Source: an optimization exercise on an open RTL-to-GDS flow (aim: small area, a short achievable clock period and few clock cycles per item). Production flows keep margins and buffers that such runs may drop. Function was checked by simulation only, so behaviour that the tests miss may differ from the original.

===== flow/config.mk =====
export PLATFORM = sky130hd
export DESIGN_NAME = surround_downmix_to_pcm16
export DESIGN_NICKNAME = surround_downmix_to_pcm16
export VERILOG_FILES = /design/flow/design.v
export SDC_FILE = /design/flow/constraint.sdc
export NUM_CORES = 4
export LEC_CHECK = 0
export CAP_MARGIN = 20
export CORE_MARGIN = 2
export CORE_UTILIZATION = 40
export SLEW_MARGIN = 20

===== flow/constraint.sdc =====
create_clock -name core_clock -period 12.0 [get_ports {clk_i}]
set_input_delay 2.4000 -clock core_clock [delete_from_list [all_inputs] [get_ports {clk_i}]]
set_output_delay 2.4000 -clock core_clock [all_outputs]
set_load 0.01 [all_outputs]

===== flow/design.v =====
module surround_downmix_to_pcm16 (
  input  logic               clk_i,
  input  logic               rst_ni,
  input  logic               cfg_valid_i,
  output logic               cfg_ready_o,
  input  logic [1:0]         cfg_index_i,
  input  logic [31:0]        cfg_data_i,
  input  logic               in_valid_i,
  output logic               in_ready_o,
  input  logic signed [31:0] in_sample_value_i,
  input  logic        [2:0]  in_channel_index_i,
  output logic               out_valid_o,
  input  logic               out_ready_i,
  output logic signed [15:0] out_pcm_value_o,
  output logic        [2:0]  out_channel_o,
  output logic               out_frame_last_o
);
  localparam int QB  = 15;        
  localparam int K   = 3;         
  localparam int TC  = QB / K;    
  localparam int CW  = 3;         
  logic        dmen_q;
  logic [3:0]  cnt_q;
  logic [31:0] roles_q;
  assign cfg_ready_o = 1'b1;
  always_ff @(posedge clk_i or negedge rst_ni) begin
    if (!rst_ni) begin
      dmen_q  <= 1'b0;
      cnt_q   <= 4'd2;
      roles_q <= '0;
    end else if (cfg_valid_i) begin
      case (cfg_index_i)
        2'd0: dmen_q  <= cfg_data_i[0];
        2'd1: cnt_q   <= cfg_data_i[3:0];
        2'd2: roles_q <= cfg_data_i;
        default: ;
      endcase
    end
  end
  logic [2:0] nm1;
  logic       dm;
  always_comb begin
    if (cnt_q == 4'd0)      nm1 = 3'd0;
    else if (cnt_q[3])      nm1 = 3'd7;
    else                    nm1 = cnt_q[2:0] - 3'd1;
  end
  assign dm = dmen_q && (nm1 >= 3'd2);
  logic [4:0] kl_c, kr_c, kl_q, kr_q;
  logic [3:0] bl_c, br_c, bl_q, br_q;
  always_comb begin
    kl_c = '0; kr_c = '0; bl_c = '0; br_c = '0;
    for (int c = 0; c < 8; c++) begin
      if (3'(c) <= nm1) begin
        case (roles_q[4*c +: 4])
          4'd1: kl_c = kl_c + 5'd2;
          4'd2: kr_c = kr_c + 5'd2;
          4'd3: begin bl_c = bl_c + 4'd1; br_c = br_c + 4'd1; end
          4'd4: bl_c = bl_c + 4'd1;
          4'd5: br_c = br_c + 4'd1;
          4'd6: begin kl_c = kl_c + 5'd1; kr_c = kr_c + 5'd1; end
          default: ;
        endcase
      end
    end
  end
  logic [19:0] dl, dr, dmax, d_q;
  always_comb begin
    dl   = {kl_q, 15'd0} + 20'(bl_q) * 20'd46341;
    dr   = {kr_q, 15'd0} + 20'(br_q) * 20'd46341;
    dmax = 20'd65536;
    if (dl > dmax) dmax = dl;
    if (dr > dmax) dmax = dr;
  end
  always_ff @(posedge clk_i) begin
    kl_q <= kl_c;
    kr_q <= kr_c;
    bl_q <= bl_c;
    br_q <= br_c;
    d_q  <= dmax;
  end
  logic        r1_v, r1_ok, r1_close;
  logic [31:0] r1_x;
  logic [2:0]  r1_ch;
  logic        s1_v, s1_close;
  logic [1:0]  s1_gl, s1_gr;
  logic [31:0] s1_x, s1_t;
  logic signed [39:0] accl_q, accr_q;
  logic               fd_q;
  logic          dv_busy;
  logic [CW-1:0] dv_cnt;
  logic [18:0]   reml_q, remr_q;
  logic [QB-1:0] shl_q, shr_q;
  logic          ovfl_q, ovfr_q, negl_q, negr_q;
  logic        out_v, outb_v;
  logic [15:0] out_pcm, outb_pcm;
  logic [2:0]  out_ch, outb_ch;
  logic        out_last, outb_last;
  logic close_ok, take, in_take, deq, q_free2, dpush, ppush;
  assign deq     = out_v && out_ready_i;
  assign q_free2 = !outb_v && (!out_v || out_ready_i);
  assign close_ok = !(s1_v && s1_close) && !fd_q && !out_v && !outb_v &&
                    (!dv_busy || (dv_cnt <= CW'(2)));
  always_comb begin
    if (!r1_v || !r1_ok)  take = 1'b1;
    else if (!dm)         take = !outb_v;
    else if (!r1_close)   take = 1'b1;
    else                  take = close_ok;
  end
  assign in_ready_o = take;
  assign in_take    = in_valid_i && take;
  assign ppush      = r1_v && r1_ok && !dm && take;
  always_ff @(posedge clk_i or negedge rst_ni) begin
    if (!rst_ni) r1_v <= 1'b0;
    else if (take) r1_v <= in_valid_i;
  end
  always_ff @(posedge clk_i) begin
    if (in_take) begin
      r1_x     <= in_sample_value_i;
      r1_ch    <= in_channel_index_i;
      r1_ok    <= in_channel_index_i <= nm1;
      r1_close <= in_channel_index_i == nm1;
    end
  end
  logic [3:0]         r1_role;
  logic [1:0]         gl_c, gr_c;    
  logic signed [34:0] x5;
  logic signed [47:0] p46;
  assign r1_role = roles_q[{r1_ch, 2'b00} +: 4];
  always_comb begin
    gl_c = 2'd0;
    gr_c = 2'd0;
    case (r1_role)
      4'd1: gl_c = 2'd1;
      4'd2: gr_c = 2'd1;
      4'd3: begin gl_c = 2'd2; gr_c = 2'd2; end
      4'd4: gl_c = 2'd2;
      4'd5: gr_c = 2'd2;
      4'd6: begin gl_c = 2'd3; gr_c = 2'd3; end
      default: ;
    endcase
  end
  assign x5  = 35'(signed'(r1_x)) + (35'(signed'(r1_x)) <<< 2);
  assign p46 = (48'(x5) <<< 13) + (48'(x5) <<< 10) + (48'(signed'(r1_x)) <<< 8) + 48'(x5);
  logic s1_load;
  assign s1_load = r1_v && r1_ok && dm && take;
  always_ff @(posedge clk_i or negedge rst_ni) begin
    if (!rst_ni) s1_v <= 1'b0;
    else         s1_v <= s1_load;
  end
  always_ff @(posedge clk_i) begin
    if (s1_load) begin
      s1_close <= r1_close;
      s1_gl    <= gl_c;
      s1_gr    <= gr_c;
      s1_x     <= r1_x;
      s1_t     <= p46[47:16];
    end
  end
  function automatic logic signed [39:0] sat_add(logic signed [39:0] a, logic signed [32:0] b);
    logic signed [40:0] s;
    s = 41'(a) + 41'(b);
    if (s[40] != s[39]) sat_add = s[40] ? {1'b1, 39'd0} : {1'b0, {39{1'b1}}};
    else                sat_add = s[39:0];
  endfunction
  function automatic logic signed [32:0] term(logic [1:0] g, logic [31:0] x, logic [31:0] t);
    case (g)
      2'd1:    term = 33'(signed'(x));
      2'd2:    term = 33'(signed'(t));
      2'd3:    term = 33'(signed'(x)) >>> 1;
      default: term = '0;
    endcase
  endfunction
  logic signed [39:0] basel, baser;
  assign basel = fd_q ? '0 : accl_q;
  assign baser = fd_q ? '0 : accr_q;
  always_ff @(posedge clk_i or negedge rst_ni) begin
    if (!rst_ni) begin
      accl_q <= '0;
      accr_q <= '0;
      fd_q   <= 1'b0;
    end else begin
      fd_q <= s1_v && s1_close;
      if (s1_v) begin
        accl_q <= sat_add(basel, term(s1_gl, s1_x, s1_t));
        accr_q <= sat_add(baser, term(s1_gr, s1_x, s1_t));
      end else if (fd_q) begin
        accl_q <= '0;
        accr_q <= '0;
      end
    end
  end
  logic [18:0]   reml_i, remr_i;
  logic [QB-1:0] shl_i, shr_i;
  logic          ovfl_i, ovfr_i;
  function automatic logic [18+QB+2:0] div_init(logic signed [39:0] a, logic [19:0] d);
    logic        neg;
    logic [39:0] m;
    logic [QB+20:0] n;    
    logic        big, ovf;
    neg = a[39];
    m   = neg ? ~a : a;
    big = |m[39:QB+13];
    n   = {m[QB+13:0], 7'd0} + (QB+21)'(d[19:1]) + (QB+21)'({neg, 7'd0});
    ovf = big || (n[QB+20:QB] >= {1'b0, d});
    div_init = {1'b0, ovf, n[QB+18:0]};
  endfunction
  function automatic logic [18+QB:0] div_steps(logic [18+QB:0] st, logic [19:0] d);
    logic [18:0]   rem;
    logic [QB-1:0] sh;
    logic [19:0]   r2;
    rem = st[18+QB:QB];
    sh  = st[QB-1:0];
    for (int i = 0; i < K; i++) begin
      r2 = {rem, sh[QB-1]};
      if (r2 >= d) begin
        rem = 19'(r2 - d);
        sh  = {sh[QB-2:0], 1'b1};
      end else begin
        rem = r2[18:0];
        sh  = {sh[QB-2:0], 1'b0};
      end
    end
    div_steps = {rem, sh};
  endfunction
  function automatic logic [15:0] pcm_of(logic neg, logic ovf, logic [QB-1:0] q);
    logic [15:0] m;
    m = 16'(q);
    if (ovf)      pcm_of = neg ? 16'h8000 : 16'h7fff;
    else if (neg) pcm_of = 16'(-m);
    else          pcm_of = m;
  endfunction
  logic [18+QB+2:0] initl, initr;
  logic [18+QB:0]   stepl, stepr;
  assign initl = div_init(accl_q, d_q);
  assign initr = div_init(accr_q, d_q);
  assign stepl = div_steps({reml_q, shl_q}, d_q);
  assign stepr = div_steps({remr_q, shr_q}, d_q);
  assign dpush = dv_busy && (dv_cnt == '0) && q_free2;
  always_ff @(posedge clk_i or negedge rst_ni) begin
    if (!rst_ni) begin
      dv_busy <= 1'b0;
      dv_cnt  <= '0;
    end else if (fd_q) begin
      dv_busy <= 1'b1;
      dv_cnt  <= CW'(TC);
    end else if (dpush) begin
      dv_busy <= 1'b0;
    end else if (dv_busy && dv_cnt != '0) begin
      dv_cnt <= dv_cnt - CW'(1);
    end
  end
  always_ff @(posedge clk_i) begin
    if (fd_q) begin
      ovfl_q <= initl[18+QB+1];
      ovfr_q <= initr[18+QB+1];
      negl_q <= accl_q[39];
      negr_q <= accr_q[39];
      {reml_q, shl_q} <= initl[18+QB:0];
      {remr_q, shr_q} <= initr[18+QB:0];
    end else if (dv_busy && dv_cnt != '0) begin
      {reml_q, shl_q} <= stepl;
      {remr_q, shr_q} <= stepr;
    end
  end
  logic signed [32:0] pass_s;
  logic signed [23:0] pass_q;
  logic [15:0]        pass_pcm;
  assign pass_s = 33'(signed'(r1_x)) + 33'sd255 + 33'(!r1_x[31]);
  assign pass_q = pass_s[32:9];
  always_comb begin
    if (pass_q > 24'sd32767)       pass_pcm = 16'h7fff;
    else if (pass_q < -24'sd32768) pass_pcm = 16'h8000;
    else                           pass_pcm = pass_q[15:0];
  end
  always_ff @(posedge clk_i or negedge rst_ni) begin
    if (!rst_ni) begin
      out_v  <= 1'b0;
      outb_v <= 1'b0;
    end else if (dpush) begin
      out_v  <= 1'b1;
      outb_v <= 1'b1;
    end else if (ppush) begin
      if (!out_v || out_ready_i) out_v <= 1'b1;
      else                       outb_v <= 1'b1;
    end else if (deq) begin
      out_v  <= outb_v;
      outb_v <= 1'b0;
    end
  end
  always_ff @(posedge clk_i) begin
    if (dpush) begin
      out_pcm   <= pcm_of(negl_q, ovfl_q, shl_q);
      out_ch    <= 3'd0;
      out_last  <= 1'b0;
      outb_pcm  <= pcm_of(negr_q, ovfr_q, shr_q);
      outb_ch   <= 3'd1;
      outb_last <= 1'b1;
    end else if (ppush) begin
      if (!out_v || out_ready_i) begin
        out_pcm  <= pass_pcm;
        out_ch   <= r1_ch;
        out_last <= r1_close;
      end else begin
        outb_pcm  <= pass_pcm;
        outb_ch   <= r1_ch;
        outb_last <= r1_close;
      end
    end else if (deq) begin
      out_pcm  <= outb_pcm;
      out_ch   <= outb_ch;
      out_last <= outb_last;
    end
  end
  assign out_valid_o      = out_v;
  assign out_pcm_value_o  = out_pcm;
  assign out_channel_o    = out_ch;
  assign out_frame_last_o = out_last;
endmodule

===== flow/run.sh =====
#!/bin/bash
# synth_recipe.tcl (not shown) runs the flow's synth.tcl, then flattens the netlist and writes it again
# the make line also repeats each setting of config.mk as NAME=value (left out here)
make -C /OpenROAD-flow-scripts/flow DESIGN_CONFIG=/design/flow/config.mk WORK_HOME=/design/flow/orfs CLKGATE_MAP_FILE= SYNTH_SCRIPT=/design/flow/synth_recipe.tcl finish

==> key figures <==
Synthesis
  – Count of different cell masters after synthesis: 103
  – Yosys warns: 1
  – Yosys reg bits: 378
  – Cell count after synthesis: 4557
  – Register area share after synthesis: 0.255
  – Synth Flop Type: edfxtp_1
  – Post-Syn Nets: 5188
  – Post-Syn Area: 40400 µm²
  – Number of synthesized flops with an enable pin: 210
  – Ys async rst share: 0.333
  – Synthesized area per cell: 8.86 µm²

Finish
  – Nets: 5219
  – Syn-to-layout area delta: 9.58%
  – Layout cell share with drive strength beyond 1: 0.0811
  – N_diodes: 0
  – Fin cells: 5922
  – Fillers: 9691
  – Final Instance Area: 44200 µm²

Drt
  – Total iterations of the first detailed-routing run: 7
  – Wire per inst: 19.5 µm
  – DRC viols: 0
  – Final WL: 115 mm
  – Iter 0 DRT Violations: 2584
  – Routed vias/inst: 5.72
  – Detailed-route via count: 33.9k
  – Post-detailed-route count of antenna-violating nets: 0

Place
  – Placed inst area: 42800 µm²
  – DP Cell Count: 5839
  – Final HPWL from detailed placement: 90.4 mm
  – Placer Congestion: 0.932
  – Port Buffers: 95

Clock tree
  – TritonCTS Buffers: 45
  – Hold_buf cts: 0
  – Resize count post-CTS: 0
  – Worst skew pair latency: 0.61 ns
  – Number of setup buffers added after CTS: 0
  – Clk sink count: 378
  – CTS clk-pin slew, worst paths: 0.06 ns
  – Maximum clock path buffer count: 3
  – Root Buffer Master: clkbuf_16
  – CTS tree: built
  – H-tree levels: 2

Worst setup path
  – Worst path most repeated cell: a21oi_1
  – Crit Path Max Fanout: 17
  – R2R cell count: 39
  – Crit Path Class: register to register
  – RR Startpoint: d_q[9]
  – Critical path destination: reml_q[15]
  – CP arrival: 10.76 ns
  – R2R setup slack: 1.58 ns
  – Crit path from: d_q[9]
  – Crit-path slowest cell: o21a_1
  – Worst Path Required: 12.34 ns
  – CP endpoint kind: register
  – CP peak stage delay: 0.62 ns
  – R2R Path End: reml_q[15]
  – Critical path launch point type: register

Timing
  – Min cycle time layout: 10.42 ns
  – Hold_ws: 0.459 ns
  – Final setup vio count: 0
  – TNS Setup: 0 ns
  – Fin. max-slew vios: 0
  – Fmax achieved: 0.0960 GHz
  – Period utilization: 0.868
  – Fin. Hold Viols: 0
  – Unrepaired setup endpoints after global routing: no
  – Worst-Margin Slew: 1.15 ns
  – Slew headroom: 0.230
  – Clock Skews: 0.0307 ns

Min path
  – Hold Path Depth: 2
  – Hold crit path type: register to register

GRT
  – Global-route wire length before repair: 182 mm
  – GRT overflow: 0
  – Overall routing resource usage: 0.219
  – Number of global-route vias before repair: 32.1k
  – Largest net degree at the start of global routing: 86
  – Initial antenna violation count: 1

Die
  – Die W: 322 µm
  – Starting Density: 0.404
  – FP Rows: 116
  – Core box area: 100000 µm²
  – Top Ports: 97
  – Full die area: 103000 µm²
  – DIE HEIGHT: 322 µm

Job
  – Max_cap viols: 0

Status
  – Status: complete, no violations
-- cell families (layout without fill, tap and decap cells) --
group | Yosys count | in the layout | share of synthesized area
AOI/OAI and AO/OA | 1251 | 1251 | 0.203
xor gates and xnor gates | 400 | 400 | 0.0868
adders and majority gates | 563 | 563 | 0.191
buffers and inverters | 489 | 556 | 0.0458
DFF | 378 | 378 | 0.255
muxes | 215 | 215 | 0.0610
other | 1 | 1 | 0.0000929
and+or+nand+nor | 1260 | 1260 | 0.157
-- worst min-delay path by stage --
stage                     startpoint         end  slack (ns)
after floorplan           outb_ch[1]  outb_ch[1]        0.44
after global placement    outb_ch[1]  outb_ch[1]        0.44
after detailed placement  outb_ch[1]  outb_ch[1]        0.45
after CTS                 outb_ch[1]  outb_ch[1]        0.46
after global routing      outb_ch[1]  outb_ch[1]        0.50
final                     outb_ch[1]  outb_ch[1]        0.46
-- worst max-delay path: cells and delay by family, from the launching register on --
family | cells | cell delay, ns
muxes | 1 | 0.44
buffers and inverters | 2 | 0.62
and+or+nand+nor | 5 | 1.33
AOI/OAI and AO/OA | 28 | 6.06
adders and majority gates | 3 | 1.29
DFF | 1 | 0.39
-- synth_stat cells, types with 125 or more instances --
cell | count | area (µm²)
nor2b_1 | 135 | 845
nand2_1 | 317 | 1190
inv_1 | 323 | 1210
xnor2_1 | 258 | 2260
nor2_1 | 316 | 1190
xor2_1 | 142 | 1240
mux2_2 | 167 | 1880
dfrtp_1 | 125 | 3130
o21ai_0 | 260 | 1300
a21o_1 | 144 | 1080
edfxtp_1 | 210 | 6310
ha_1 | 467 | 5840
a21oi_1 | 345 | 1730
clkbuf_1 | 142 | 533
-- stage by stage --
step,setup slack (ns),utilization
after floorplan,2.40,-
after global placement,1.85,0.428
after global routing,0.595,0.442
final,1.58,0.442
after detailed placement,1.72,0.428
after CTS,1.63,0.442
-- final cells by class --
class | instances | area, µm² | area share
repair buffers | 148 | 1350 | 0.0305
well taps | 1298 | 1620 | 0.0367
multi-input cells | 3690 | 28300 | 0.640
clock buffers | 58 | 1210 | 0.0275
flip-flops and latches | 378 | 10300 | 0.233
inverters | 325 | 1220 | 0.0276
clock inverters | 25 | 220 | 0.00498
-- cells in the final DEF (no fill, tap or decap), types with 15 or more instances in the layout --
cell	netlist	routed
a211oi_1	26	26
a21boi_0	15	15
a21o_1	144	144
a21oi_1	345	344
a221o_1	30	30
a22o_1	67	67
a31oi_1	38	38
and2_1	29	28
and3_1	40	40
buf_4	1	53
clkbuf_16	0	45
clkdlybuf4s50_1	0	94
dfrtp_1	125	122
dfxtp_1	42	42
edfxtp_1	210	210
fa_1	90	90
ha_1	467	467
inv_1	323	323
mux2_2	167	167
mux2i_1	40	40
nand2_1	317	316
nand2b_1	50	50
nand3_1	71	71
nand4_1	54	54
nor2_1	316	315
nor2b_1	135	133
nor3_1	78	77
nor3b_1	15	15
nor4_1	30	30
o211ai_1	24	24
o21a_1	50	50
o21ai_0	260	259
o21bai_1	45	45
o22ai_1	26	26
o31ai_1	22	22
or2_2	22	22
or3_1	28	28
xnor2_1	258	258
xor2_1	142	142
-- flip-flops by register name (all words and copies together), names as in the netlist, 5 cells and up --
signal    cells
s1_t         32
outb_pcm     16
out_pcm      16
kr_q          5
shr_q        15
kl_q          5
d_q          16
reml_q       19
accr_q       40
s1_x         32
r1_x         32
roles_q      32
remr_q       19
accl_q       40
shl_q        15
-- layer usage --
metal / track usage / wire length, µm
met5: 0 / 0
met4: 0.0555 / 2870
met3: 0.0234 / 5770
met2: 0.351 / 51400
met1: 0.314 / 55300
Testbench counts, summed over its fixed seeds: cycles 10,992, items 8,960.

## static timing again, ports no longer ideal
The results above use ideal ports. As a check the final layout listed here was re-extracted and re-timed, cells and wires unchanged. Step 1 sets driving cells, clkbuf_16 on the clock port and buf_2 on the other inputs (assumed; they add their load-dependent delay and slew). Step 2 also shifts input and output timing later by t, the mid clock arrival at the registers, as if the neighbouring blocks saw the same clock. Three values: ideal ports, drivers, drivers and shift; two values: the first two.
t (ns): 0.661
setup WS [ns]: 1.580 / 1.580 / 1.580
latest minus earliest clock arrival (ns): 0.031 / 0.031
cell pins on the clock port's net: 1
After both steps this run still meets setup and hold. For this run, drivers alone change the setup slack by 0.000 ns; drivers and shift together by 0.000 ns.
